Source: an optimization exercise on an open RTL-to-GDS flow (aim: small area). Production flows keep margins and buffers that such runs may drop. Only simulation tests tie the RTL to the original design; equivalence was not proved.

== the reference run ==
==> flow/design.v <==
module apb_slave_mem #(
    parameter logic [31:0] BASE_ADDR   = 32'h8000_0000,
    parameter int unsigned WAIT_CYCLES = 1
) (
    input  logic            clk,
    input  logic            rst,
    input  logic            psel,
    input  logic            penable,
    input  logic            pwrite,
    input  logic [31:0]     paddr,
    input  logic [31:0]     pwdata,
    output logic [31:0]     prdata,
    output logic            pready,
    output logic            pslverr,
    output logic [15:0]     xfer_cnt,
    output logic            fsm_state
);
    localparam logic [3:0] WAIT_LD = 4'(WAIT_CYCLES);
    localparam int unsigned SP = (WAIT_LD == 4'd0) ? 1 : 2;
    logic        state_q;
    logic        ready_q;
    logic        err_q;
    logic [31:0] rdata_q;
    logic        hit_q;
    logic        write_q;
    logic [31:0] wdata_q;
    logic [5:0]  rot_q;     
    logic [5:0]  pos_q;     
    logic        pend_q;    
    logic        clr_q;     
    logic        setup, complete, commit, wait_done, ready_nx, state_nx;
    logic        setup_hit;
    logic        rd_hit;
    logic [5:0]  rd_pos;
    logic [31:0] rd_word;
    assign setup_hit = (paddr[31:8] == BASE_ADDR[31:8]);
    assign pready    = ready_q;
    assign pslverr   = err_q;
    assign prdata    = rdata_q;
    assign fsm_state = state_q;
    assign setup    = !state_q && psel && !penable;
    assign complete = state_q && psel && ready_q && penable;
    assign commit   = complete && write_q && hit_q;
    generate
        if (WAIT_LD > 4'd1) begin : g_wait
            logic [3:0] cnt_q;
            always_ff @(posedge clk) begin
                if (rst) cnt_q <= '0;
                else if (setup) cnt_q <= WAIT_LD;
                else if (state_q && (!psel || (!ready_q && cnt_q <= 4'd1))) cnt_q <= '0;
                else if (state_q && !ready_q) cnt_q <= cnt_q - 4'd1;
            end
            assign wait_done = (cnt_q <= 4'd1);
        end else begin : g_nowait
            assign wait_done = 1'b1;
        end
    endgenerate
    always_comb begin
        if (rst) begin
            state_nx = 1'b0;
            ready_nx = 1'b0;
        end else if (!state_q) begin
            state_nx = psel && !penable;
            ready_nx = (WAIT_LD == 4'd0) && psel && !penable;
        end else begin
            state_nx = psel && !(ready_q && penable);
            ready_nx = psel && !(ready_q && penable) && (ready_q || wait_done);
        end
    end
    assign rd_pos = (WAIT_LD == 4'd0 && !state_q) ? paddr[7:2] + rot_q : pos_q;
    assign rd_hit = (WAIT_LD == 4'd0 && !state_q) ? (setup_hit && !pwrite) : (hit_q && !write_q);
    always_ff @(posedge clk) begin
        if (rst) begin
            state_q  <= 1'b0;
            xfer_cnt <= '0;
            rot_q    <= '0;
        end else begin
            state_q  <= state_nx;
            if (complete) xfer_cnt <= xfer_cnt + 16'd1;
            rot_q    <= rot_q + 6'd1;
        end
        ready_q <= ready_nx;
        err_q   <= ready_nx && !((WAIT_LD == 4'd0 && !state_q) ? setup_hit : hit_q);
        rdata_q <= rd_word;
        clr_q   <= rst;
        pend_q  <= !rst && commit && (SP == 2) && !pos_q[0];
        if (!state_q) begin
            pos_q   <= paddr[7:2] + rot_q + 6'd1;
            hit_q   <= setup_hit;
            write_q <= pwrite;
            wdata_q <= pwdata;
        end else begin
            pos_q   <= pos_q + 6'd1;
        end
    end
    logic        clear, land;
    logic [5:0]  land_pos;
    logic [31:0] mem_wd;
    logic [31:0] rows [64];
    assign clear    = rst || clr_q;
    assign land     = (commit && (SP == 1 || pos_q[0])) || pend_q;
    assign land_pos = pos_q + 6'd1;
    assign mem_wd   = clear ? 32'd0 : wdata_q;
    genvar gi;
    generate
        for (gi = 0; gi < 64; gi++) begin : g_row
            logic [31:0] q, q_nx;
            if (gi % SP == 0) begin : g_port
                logic load;
                assign load = clear || (land && land_pos == 6'(gi));
                for (genvar b = 0; b < 32; b++) begin : g_bit
                    apb_slave_mem_wsel u_wsel (.keep(!load), .load(load), .q(rows[(gi + 63) % 64][b]), .d(mem_wd[b]), .nx(q_nx[b]));
                end
            end else begin : g_pass
                assign q_nx = rows[(gi + 63) % 64];
            end
            always_ff @(posedge clk) q <= q_nx;
            assign rows[gi] = q;
        end
    endgenerate
    logic        rd_en;
    logic [7:0]  sel_lo, sel_hi;
    logic [63:0] rd_sel;
    logic [2047:0] rows_flat;
    assign rd_en = ready_nx && rd_hit;
    always_comb begin
        for (int k = 0; k < 8; k++) begin
            sel_lo[k] = (rd_pos[2:0] == 3'(k));
            sel_hi[k] = (rd_pos[5:3] == 3'(k)) && rd_en;
        end
        for (int r = 0; r < 64; r++) begin
            rd_sel[r] = sel_lo[r % 8] && sel_hi[r / 8];
            rows_flat[r*32 +: 32] = rows[r];
        end
    end
    apb_slave_mem_rmux u_rmux (.sel(rd_sel), .rows(rows_flat), .word(rd_word));
endmodule
module apb_slave_mem_wsel (
    input  logic keep,
    input  logic load,
    input  logic q,
    input  logic d,
    output logic nx
);
    assign nx = (q && keep) || (d && load);
endmodule
module apb_slave_mem_rmux (
    input  logic [63:0]   sel,
    input  logic [2047:0] rows,
    output logic [31:0]   word
);
    genvar b, r;
    generate
        for (b = 0; b < 32; b++) begin : g_col
            logic [63:0] q;
            for (r = 0; r < 64; r++) begin : g_bit
                assign q[r] = rows[r*32 + b];
            end
            apb_slave_mem_rcol u_col (.sel(sel), .q(q), .y(word[b]));
        end
    endgenerate
endmodule
module apb_slave_mem_rcol (
    input  logic [63:0] sel,
    input  logic [63:0] q,
    output logic        y
);
    logic [21:0] t;
    genvar g;
    generate
        for (g = 0; g < 21; g++) begin : g_grp
            apb_slave_mem_aoi3 u_aoi (.s(sel[3*g +: 3]), .q(q[3*g +: 3]), .y(t[g]));
        end
    endgenerate
    assign t[21] = !(sel[63] && q[63]);
    assign y = !(&t);
endmodule
module apb_slave_mem_aoi3 (
    input  logic [2:0] s,
    input  logic [2:0] q,
    output logic       y
);
    assign y = !((s[0] && q[0]) || (s[1] && q[1]) || (s[2] && q[2]));
endmodule
clock: 5.0 ns
lec_check: 0
cap_margin: 20
core_margin: 2
core_utilization: 60
slew_margin: 20
synth_hierarchical: 1
standard.sh (not shown) runs the stock make flow with config.mk's settings and CLKGATE_MAP_FILE= SYNTH_SCRIPT=/design/flow/synth_recipe.tcl, a recipe that flattens the netlist after the stock synthesis.
==> flow/flow/run.sh <==
#!/bin/bash
# Own layout flow: the standard ORFS flow (standard.sh), with
#  - clock tree synthesis without dummy loads and with larger sink clusters,
#  - the smallest buffer on the input and output ports.
# Every tool's output goes to flow_*.log in this folder (ORFS's own per-step logs stay under orfs/logs).
set -euo pipefail
export CTS_ARGS="-sink_clustering_enable -repair_clock_nets -dont_use_dummy_load -sink_clustering_size 28 -sink_clustering_max_diameter 120 -buf_list sky130_fd_sc_hd__clkbuf_16"
export BUFFER_PORTS_ARGS="-buffer_cell sky130_fd_sc_hd__buf_1"
bash standard.sh > flow_standard.log 2>&1
#### Input delta (the trial run over the reference run)
--- a/flow/design.v
+++ b/flow/design.v
@@ -16,22 +16,18 @@
     output logic            fsm_state
 );
     localparam logic [3:0] WAIT_LD = 4'(WAIT_CYCLES);
-    localparam int unsigned SP = (WAIT_LD == 4'd0) ? 1 : 2;
     logic        state_q;
     logic        ready_q;
     logic        err_q;
     logic [31:0] rdata_q;
+    logic [5:0]  idx_q;
     logic        hit_q;
     logic        write_q;
     logic [31:0] wdata_q;
-    logic [5:0]  rot_q;     
-    logic [5:0]  pos_q;     
-    logic        pend_q;    
-    logic        clr_q;     
-    logic        setup, complete, commit, wait_done, ready_nx, state_nx;
+    logic        setup, complete, wait_done, ready_nx, state_nx;
     logic        setup_hit;
     logic        rd_hit;
-    logic [5:0]  rd_pos;
+    logic [5:0]  rd_idx;
     logic [31:0] rd_word;
     assign setup_hit = (paddr[31:8] == BASE_ADDR[31:8]);
     assign pready    = ready_q;
@@ -40,7 +36,6 @@
     assign fsm_state = state_q;
     assign setup    = !state_q && psel && !penable;
     assign complete = state_q && psel && ready_q && penable;
-    assign commit   = complete && write_q && hit_q;
     generate
         if (WAIT_LD > 4'd1) begin : g_wait
             logic [3:0] cnt_q;
@@ -67,52 +62,39 @@
             ready_nx = psel && !(ready_q && penable) && (ready_q || wait_done);
         end
     end
-    assign rd_pos = (WAIT_LD == 4'd0 && !state_q) ? paddr[7:2] + rot_q : pos_q;
+    assign rd_idx = (WAIT_LD == 4'd0 && !state_q) ? paddr[7:2] : idx_q;
     assign rd_hit = (WAIT_LD == 4'd0 && !state_q) ? (setup_hit && !pwrite) : (hit_q && !write_q);
     always_ff @(posedge clk) begin
         if (rst) begin
             state_q  <= 1'b0;
             xfer_cnt <= '0;
-            rot_q    <= '0;
         end else begin
             state_q  <= state_nx;
             if (complete) xfer_cnt <= xfer_cnt + 16'd1;
-            rot_q    <= rot_q + 6'd1;
         end
         ready_q <= ready_nx;
         err_q   <= ready_nx && !((WAIT_LD == 4'd0 && !state_q) ? setup_hit : hit_q);
         rdata_q <= rd_word;
-        clr_q   <= rst;
-        pend_q  <= !rst && commit && (SP == 2) && !pos_q[0];
         if (!state_q) begin
-            pos_q   <= paddr[7:2] + rot_q + 6'd1;
+            idx_q   <= paddr[7:2];
             hit_q   <= setup_hit;
             write_q <= pwrite;
             wdata_q <= pwdata;
-        end else begin
-            pos_q   <= pos_q + 6'd1;
         end
     end
-    logic        clear, land;
-    logic [5:0]  land_pos;
+    logic        mem_we;
     logic [31:0] mem_wd;
     logic [31:0] rows [64];
-    assign clear    = rst || clr_q;
-    assign land     = (commit && (SP == 1 || pos_q[0])) || pend_q;
-    assign land_pos = pos_q + 6'd1;
-    assign mem_wd   = clear ? 32'd0 : wdata_q;
+    assign mem_we = complete && write_q && hit_q;
+    assign mem_wd = rst ? 32'd0 : wdata_q;
     genvar gi;
     generate
         for (gi = 0; gi < 64; gi++) begin : g_row
+            logic        en;
             logic [31:0] q, q_nx;
-            if (gi % SP == 0) begin : g_port
-                logic load;
-                assign load = clear || (land && land_pos == 6'(gi));
-                for (genvar b = 0; b < 32; b++) begin : g_bit
-                    apb_slave_mem_wsel u_wsel (.keep(!load), .load(load), .q(rows[(gi + 63) % 64][b]), .d(mem_wd[b]), .nx(q_nx[b]));
-                end
-            end else begin : g_pass
-                assign q_nx = rows[(gi + 63) % 64];
+            assign en = rst || (mem_we && idx_q == 6'(gi));
+            for (genvar b = 0; b < 32; b++) begin : g_bit
+                apb_slave_mem_wsel u_wsel (.keep(!en), .load(en), .q(q[b]), .d(mem_wd[b]), .nx(q_nx[b]));
             end
             always_ff @(posedge clk) q <= q_nx;
             assign rows[gi] = q;
@@ -125,8 +107,8 @@
     assign rd_en = ready_nx && rd_hit;
     always_comb begin
         for (int k = 0; k < 8; k++) begin
-            sel_lo[k] = (rd_pos[2:0] == 3'(k));
-            sel_hi[k] = (rd_pos[5:3] == 3'(k)) && rd_en;
+            sel_lo[k] = (rd_idx[2:0] == 3'(k));
+            sel_hi[k] = (rd_idx[5:3] == 3'(k)) && rd_en;
         end
         for (int r = 0; r < 64; r++) begin
             rd_sel[r] = sel_lo[r % 8] && sel_hi[r / 8];
Results
In the reports for the trial run and the reference run, the larger final standard cell utilization of the core belongs to the trial run.
The non-clock buffer count reported for the trial run is greater than that of the reference run by 51%.
The lower shortest clock period the worst path allows after layout came out of the reference run.
For the trial run and the reference run, there was not a single run that failed to finish clean.
When the final numbers for the trial run and the reference run were put side by side, the met1 global-route usage turned out to be smaller in the reference run.
The trial run vs. the reference run: net count reported at finish shows an increase of 1116; latest clock arrival within the worst-skew pair has remained practically unchanged.

what the ideal ports hide:
No port has a modelled driver above. Below, the same layouts with a new extraction and two added sets of constraints.
Step 1, drivers: a clkbuf_16 drives clk and a buf_2 each remaining input, both assumed.
Step 2, shift: input delay + t, output delay - t, t = (earliest + latest rising clock arrival at the registers) / 2. This alone moves slack from input paths to output paths.
Three values: ideal, step 1, step 2; two values: the first two.
run | shift t [ns] | setup WS [ns] | worst setup path at the end
the reference run | 0.769 | 0.802 / 0.802 / 0.238 | input to register
the trial run | 0.782 | 0.552 / 0.552 / -0.003 | input to register
Met with ideal ports but missed after step 2: setup timing in the trial run. The setup slack of the reference run, which loses most, moves by 0.000 ns with the drivers and by -0.564 ns with both steps.
